This is an optimization exercise on Yosys and OpenROAD, whose aim is small area, a short achievable clock period and few clock cycles per item, not a production implementation. Where RTL was checked, it was by simulation tests only, not by an equivalence proof against the original. Power and IR drop assume default switching activity.

==> flow/design.v (excerpt) <==
module mul256_op_seq #(
  parameter int TIMEOUT = 1023
) (
  input  logic              clk,
  input  logic              rst,
  input  logic              cmd_valid,
  output logic              cmd_ready,
  input  logic [mul256_pkg::ADDR_W-1:0] cmd_a,
  input  logic [mul256_pkg::ADDR_W-1:0] cmd_b,
  input  logic [mul256_pkg::ADDR_W-1:0] cmd_dst,
  output logic              busy,
  output logic              done,
  output logic              err,
  output logic              op_read,
  output logic [mul256_pkg::ADDR_W-1:0] op_raddr,
  input  logic [mul256_pkg::OP_W-1:0]   op_rdata,
  output logic              op_write,
  output logic [mul256_pkg::ADDR_W-1:0] op_waddr,
  output logic [mul256_pkg::OP_W-1:0]   op_wdata,
  input  logic              op_wready,
  output logic              mul_start,
  output logic [mul256_pkg::OP_W-1:0]   mul_a,
  output logic [mul256_pkg::OP_W-1:0]   mul_b,
  input  logic              mul_done,
  input  logic [mul256_pkg::PROD_W-1:0] mul_p
);
Size: about 2200 cells after synthesis.
==> flow/config.mk <==
export PLATFORM = sky130hd
export DESIGN_NAME = mul256_op_seq
export DESIGN_NICKNAME = mul256_op_seq
export VERILOG_FILES = /design/flow/design.v
export SDC_FILE = /design/flow/constraint.sdc
export NUM_CORES = 4
export LEC_CHECK = 0
export CAP_MARGIN = 20
export CORE_AREA = 5 5 345 345
export DIE_AREA = 0 0 350 350
export SETUP_SLACK_MARGIN = 1.5
export SLEW_MARGIN = 20
==> flow/constraint.sdc <==
create_clock -name core_clock -period 4.5 [get_ports {clk}]
set_input_delay 0.9000 -clock core_clock [delete_from_list [all_inputs] [get_ports {clk}]]
set_output_delay 0.9000 -clock core_clock [all_outputs]
set_load 0.01 [all_outputs]
standard.sh (not shown) runs the stock make flow with config.mk's settings and CLKGATE_MAP_FILE= SYNTH_SCRIPT=/design/flow/synth_recipe.tcl, a recipe that flattens the netlist after the stock synthesis.
==> flow/flow/run.sh <==
#!/bin/bash
# Standard layout, except that the port buffers are the smallest buffer cell
# instead of the clock-delay cell buffer_ports picks by default.
set -euo pipefail
export BUFFER_PORTS_ARGS="-buffer_cell sky130_fd_sc_hd__buf_1"
bash standard.sh > standard_flow.log 2>&1
The baseline died in I/O pin placement (3_2_place_iop).
Rerun with:
- CORE_AREA: 5 5 345 345 -> 10 10 590 590
- CTS_BUF_LIST: not set -> sky130_fd_sc_hd__clkbuf_8
- DIE_AREA: 0 0 350 350 -> 0 0 600 600
What happened:
- With this change the flow ran to the end with no violations
- synthesized cell count stays the same
- synthesized area does not change
Function was not checked in any run of this note: the RTL went through the layout flow alone.

---

run A:
Another version of the RTL of mul256_op_seq (not shown whole).
For scale: ~1600 I/O pins.
// mul256_op_seq
module mul256_op_seq #(
  parameter int TIMEOUT = 1023
) (
  input  logic              clk,
  input  logic              rst,
  input  logic              cmd_valid,
  output logic              cmd_ready,
  input  logic [mul256_pkg::ADDR_W-1:0] cmd_a,
  input  logic [mul256_pkg::ADDR_W-1:0] cmd_b,
  input  logic [mul256_pkg::ADDR_W-1:0] cmd_dst,
  output logic              busy,
  output logic              done,
  output logic              err,
  output logic              op_read,
  output logic [mul256_pkg::ADDR_W-1:0] op_raddr,
  input  logic [mul256_pkg::OP_W-1:0]   op_rdata,
  output logic              op_write,
  output logic [mul256_pkg::ADDR_W-1:0] op_waddr,
  output logic [mul256_pkg::OP_W-1:0]   op_wdata,
  input  logic              op_wready,
  output logic              mul_start,
  output logic [mul256_pkg::OP_W-1:0]   mul_a,
  output logic [mul256_pkg::OP_W-1:0]   mul_b,
  input  logic              mul_done,
  input  logic [mul256_pkg::PROD_W-1:0] mul_p
);
Settings: LEC_CHECK=0, CAP_MARGIN=20, CORE_AREA=10 10 590 590, DIE_AREA=0 0 600 600, SETUP_SLACK_MARGIN=2.0, SLEW_MARGIN=20, SYNTH_HIERARCHICAL=1, SYNTH_MINIMUM_KEEP_SIZE=0; clock period 4.5 ns.
==> flow/flow/run.sh <==
#!/bin/bash
# Standard layout, except that
#  - the port buffers are the smallest buffer cell instead of the
#    clock-delay cell buffer_ports picks by default;
#  - each bit's data pins are placed next to each other (flow/pins.tcl).
set -euo pipefail
export BUFFER_PORTS_ARGS="-buffer_cell sky130_fd_sc_hd__buf_1"
export PRE_IO_PLACEMENT_TCL="$PWD/flow/pins.tcl"
bash standard.sh > standard_flow.log 2>&1
==> flow/flow/pins.tcl <==
for {set i 0} {$i < 260} {incr i} {
  set hi [expr {$i + 260}]
  set_io_pin_constraint -group -order -pin_names [list \
    "mul_b\[$i\]" "op_rdata\[$i\]" "mul_a\[$i\]" \
    "mul_p\[$i\]" "op_wdata\[$i\]" "mul_p\[$hi\]"]
}
Testbench counts of run A, summed over its fixed seeds: cycles 13,465, items 1,600.
--- input diff run A..run B ---
==> flow/flow/run.sh <==
#!/bin/bash
# Standard layout, except that the port buffers are the smallest buffer cell
# instead of the clock-delay cell buffer_ports picks by default.
set -euo pipefail
export BUFFER_PORTS_ARGS="-buffer_cell sky130_fd_sc_hd__buf_1"
bash standard.sh > standard_flow.log 2>&1
diff --git a/flow/config.mk b/flow/config.mk
--- a/flow/config.mk
+++ b/flow/config.mk
@@ -11 +11 @@
-export SETUP_SLACK_MARGIN = 2.0
+export SETUP_SLACK_MARGIN = 1.5
removed: flow/flow/pins.tcl
Results
Cmp run B vs run A: placement-stage cell area lower in run B
When run B is set beside run A, its overall power of the completed layout turns out to be about 9% larger.
The higher cell area after layout came out of run A.
Hold slack: run B worse than run A
The inputs of run C differ from those of run B as listed below.
==> flow/flow/run.sh <==
#!/bin/bash
# Standard layout, except that
#  - the port buffers are the smallest buffer cell instead of the
#    clock-delay cell buffer_ports picks by default;
#  - each bit's data pins are placed next to each other (flow/pins.tcl).
set -euo pipefail
export BUFFER_PORTS_ARGS="-buffer_cell sky130_fd_sc_hd__buf_1"
export PRE_IO_PLACEMENT_TCL="$PWD/flow/pins.tcl"
bash standard.sh > standard_flow.log 2>&1
==> flow/flow/pins.tcl (new file) <==
for {set i 0} {$i < 260} {incr i} {
  set hi [expr {$i + 260}]
  set_io_pin_constraint -group -order -pin_names [list \
    "mul_b\[$i\]" "op_rdata\[$i\]" "mul_a\[$i\]" \
    "mul_p\[$i\]" "op_wdata\[$i\]" "mul_p\[$hi\]"]
}
### Flow results
The final reports for run C and run B show clock distribution area overhead in the final layout lower in the former. Summary: with run B as the reference, cell area in run C moved down slightly. Average via count per standard cell came out lower on run C than on run B. From run B to run C the numbers moved as follows: non-clock buffer count up about 0.9%; hold slack picked up an extra 51 ps; global-route usage -12 points; critical path arrival lower; average instance area after synthesis was more or less identical. In the route summary, run C ends up with a via count below that of run B. Measured against each other, run B and run C differ in first-pass GRT wire length, the lower figure coming from run C. In the reports for run B and run C, the smaller share of final-layout standard cells stronger than drive strength 1 belongs to run C.

---

job 3376:
Another version of the RTL of mul256_op_seq (not shown whole).
Size: ~30000 µm² of cells after synthesis.
export LEC_CHECK = 0
export CAP_MARGIN = 20
export CORE_AREA = 10 10 590 590
export DIE_AREA = 0 0 600 600
export PLACE_DENSITY = 0.7
export SETUP_SLACK_MARGIN = 2.0
export SLEW_MARGIN = 20
export SYNTH_HIERARCHICAL = 1
export SYNTH_MINIMUM_KEEP_SIZE = 0
create_clock -name core_clock -period 4.5 [get_ports {clk}]
==> flow/flow/run.sh <==
#!/bin/bash
# Standard layout, except that
#  - the port buffers are the smallest buffer cell instead of the
#    clock-delay cell buffer_ports picks by default;
#  - each bit's data pins are placed next to each other (flow/pins.tcl).
#  - clock tree synthesis adds no dummy loads.
set -euo pipefail
export BUFFER_PORTS_ARGS="-buffer_cell sky130_fd_sc_hd__buf_1"
export PRE_IO_PLACEMENT_TCL="$PWD/flow/pins.tcl"
export CTS_ARGS="-sink_clustering_enable -repair_clock_nets -dont_use_dummy_load -sink_clustering_size 20 -sink_clustering_max_diameter 60"
bash standard.sh > standard_flow.log 2>&1
==> flow/flow/pins.tcl <==
for {set i 0} {$i < 260} {incr i} {
  set hi [expr {$i + 260}]
  set_io_pin_constraint -group -order -pin_names [list \
    "mul_b\[$i\]" "op_rdata\[$i\]" "mul_a\[$i\]" \
    "mul_p\[$i\]" "op_wdata\[$i\]" "mul_p\[$hi\]"]
}
Testbench counts of job 3376, summed over its fixed seeds: cycles 13,465, items 1,600.
What job 9509 does differently from job 3376 at the input level:
--- a/flow/config.mk
+++ b/flow/config.mk
@@ -11,2 +11,2 @@
-export PLACE_DENSITY = 0.7
-export SETUP_SLACK_MARGIN = 2.0
+export PLACE_DENSITY = 0.65
+export SETUP_SLACK_MARGIN = 1.9
### Flow results
Comparing job 9509 and job 3376, sum of net half-perimeters after detailed placement is higher on job 9509. In job 9509 the flip-flop and latch share of the layout cell area turned out 0.92 points lower than in job 3376. Job 9509 vs job 3376 — combinational share of power dropped 1.0 points. Going from job 3376 to job 9509, inverter count stayed essentially flat; final period utilization rose by 1.5 points; total non-filler cell area in the finished layout rose by 2.2%.
What job 9785 does differently from job 9509 at the input level:
--- a/flow/config.mk
+++ b/flow/config.mk
@@ -11,2 +11,2 @@
-export PLACE_DENSITY = 0.65
-export SETUP_SLACK_MARGIN = 1.9
+export PLACE_DENSITY = 0.8
+export SETUP_SLACK_MARGIN = 2.2
Findings:
Taking job 9509 as the reference, in job 9785 switching portion of total power +0.28 points; number of stages on the worst setup path +1; routed wire length -10%.
Worst slew margin relative to its limit was higher in the run labelled job 9509.
Looking at job 9509 and job 9785, the number of non-filler instances in the completed layout is a wash.
Part of the total power dissipated in combinational logic, job 9509 and job 9785: lower on job 9509
Setup changes, job 9785 to job 6587
--- a/flow/config.mk
+++ b/flow/config.mk
@@ -10,0 +11 @@
+export GPL_ROUTABILITY_DRIVEN = 0
@@ -12 +13 @@
-export SETUP_SLACK_MARGIN = 2.2
+export SETUP_SLACK_MARGIN = 2.0
[summary]
In terms of number of filler cells placed in the layout, job 6587 and job 9785 differ only marginally. Transition time at the pin with the least slew margin: higher on job 9785. On post-place setup slack, job 6587 and job 9785 are neck and neck. Re setup fix buffers added after clock tree synthesis: job 6587 is 28% down on job 9785. Job 6587 ends up with a part of the power in the clock network that is 0.2 points higher than in job 9785. Looking only at routed wire length, and setting everything else aside, the higher value of job 6587 and job 9785 goes to job 9785. Total power, job 6587 vs job 9785: down slightly. From job 9785 to job 6587, horizontal die dimension did not move at all. In the metrics for job 6587 and job 9785, the one carrying the lower sequential power share is job 9785. Between job 6587 and job 9785, the difference in number of buffers inserted during clock tree synthesis is negligible. On met3 track demand over resource, job 9785 tracks job 6587 almost exactly.

## static timing again, ports no longer ideal
No port has a modelled driver above. Below, the same layouts with a new extraction and two added sets of constraints.
Step 1, drivers: a clkbuf_16 drives clk and a buf_2 each remaining input, both assumed.
Step 2 also shifts input and output timing later by t, the mid clock arrival at the registers, as if the neighbouring blocks saw the same clock.
a / b / c = no drivers / after step 1 / after step 2; a / b = the first two.
run | t, ns | slack for setup (ns) | hold WS [ns]
the second run of note 1 | 1.012 | 1.072 / 0.991 / 0.779 | 0.167 / 0.127 / 0.482
run A | 0.848 | 1.779 / 1.687 / 1.271 | 0.282 / 0.225 / 0.502
run B | 0.870 | 1.506 / 1.426 / 0.840 | 0.231 / 0.181 / 0.505
run C | 0.851 | 1.628 / 1.556 / 1.129 | 0.282 / 0.223 / 0.499
job 3376 | 0.779 | 1.867 / 1.776 / 1.215 | 0.319 / 0.256 / 0.495
job 9509 | 0.833 | 1.798 / 1.692 / 1.031 | 0.260 / 0.199 / 0.494
job 9785 | 0.788 | 1.855 / 1.732 / 1.367 | 0.315 / 0.270 / 0.505
job 6587 | 0.785 | 1.869 / 1.673 / 1.231 | 0.320 / 0.273 / 0.502
After both steps setup and hold are still met in every run listed. The setup slack of job 9509, which loses most, moves by -0.106 ns with the drivers and by -0.767 ns with both steps.
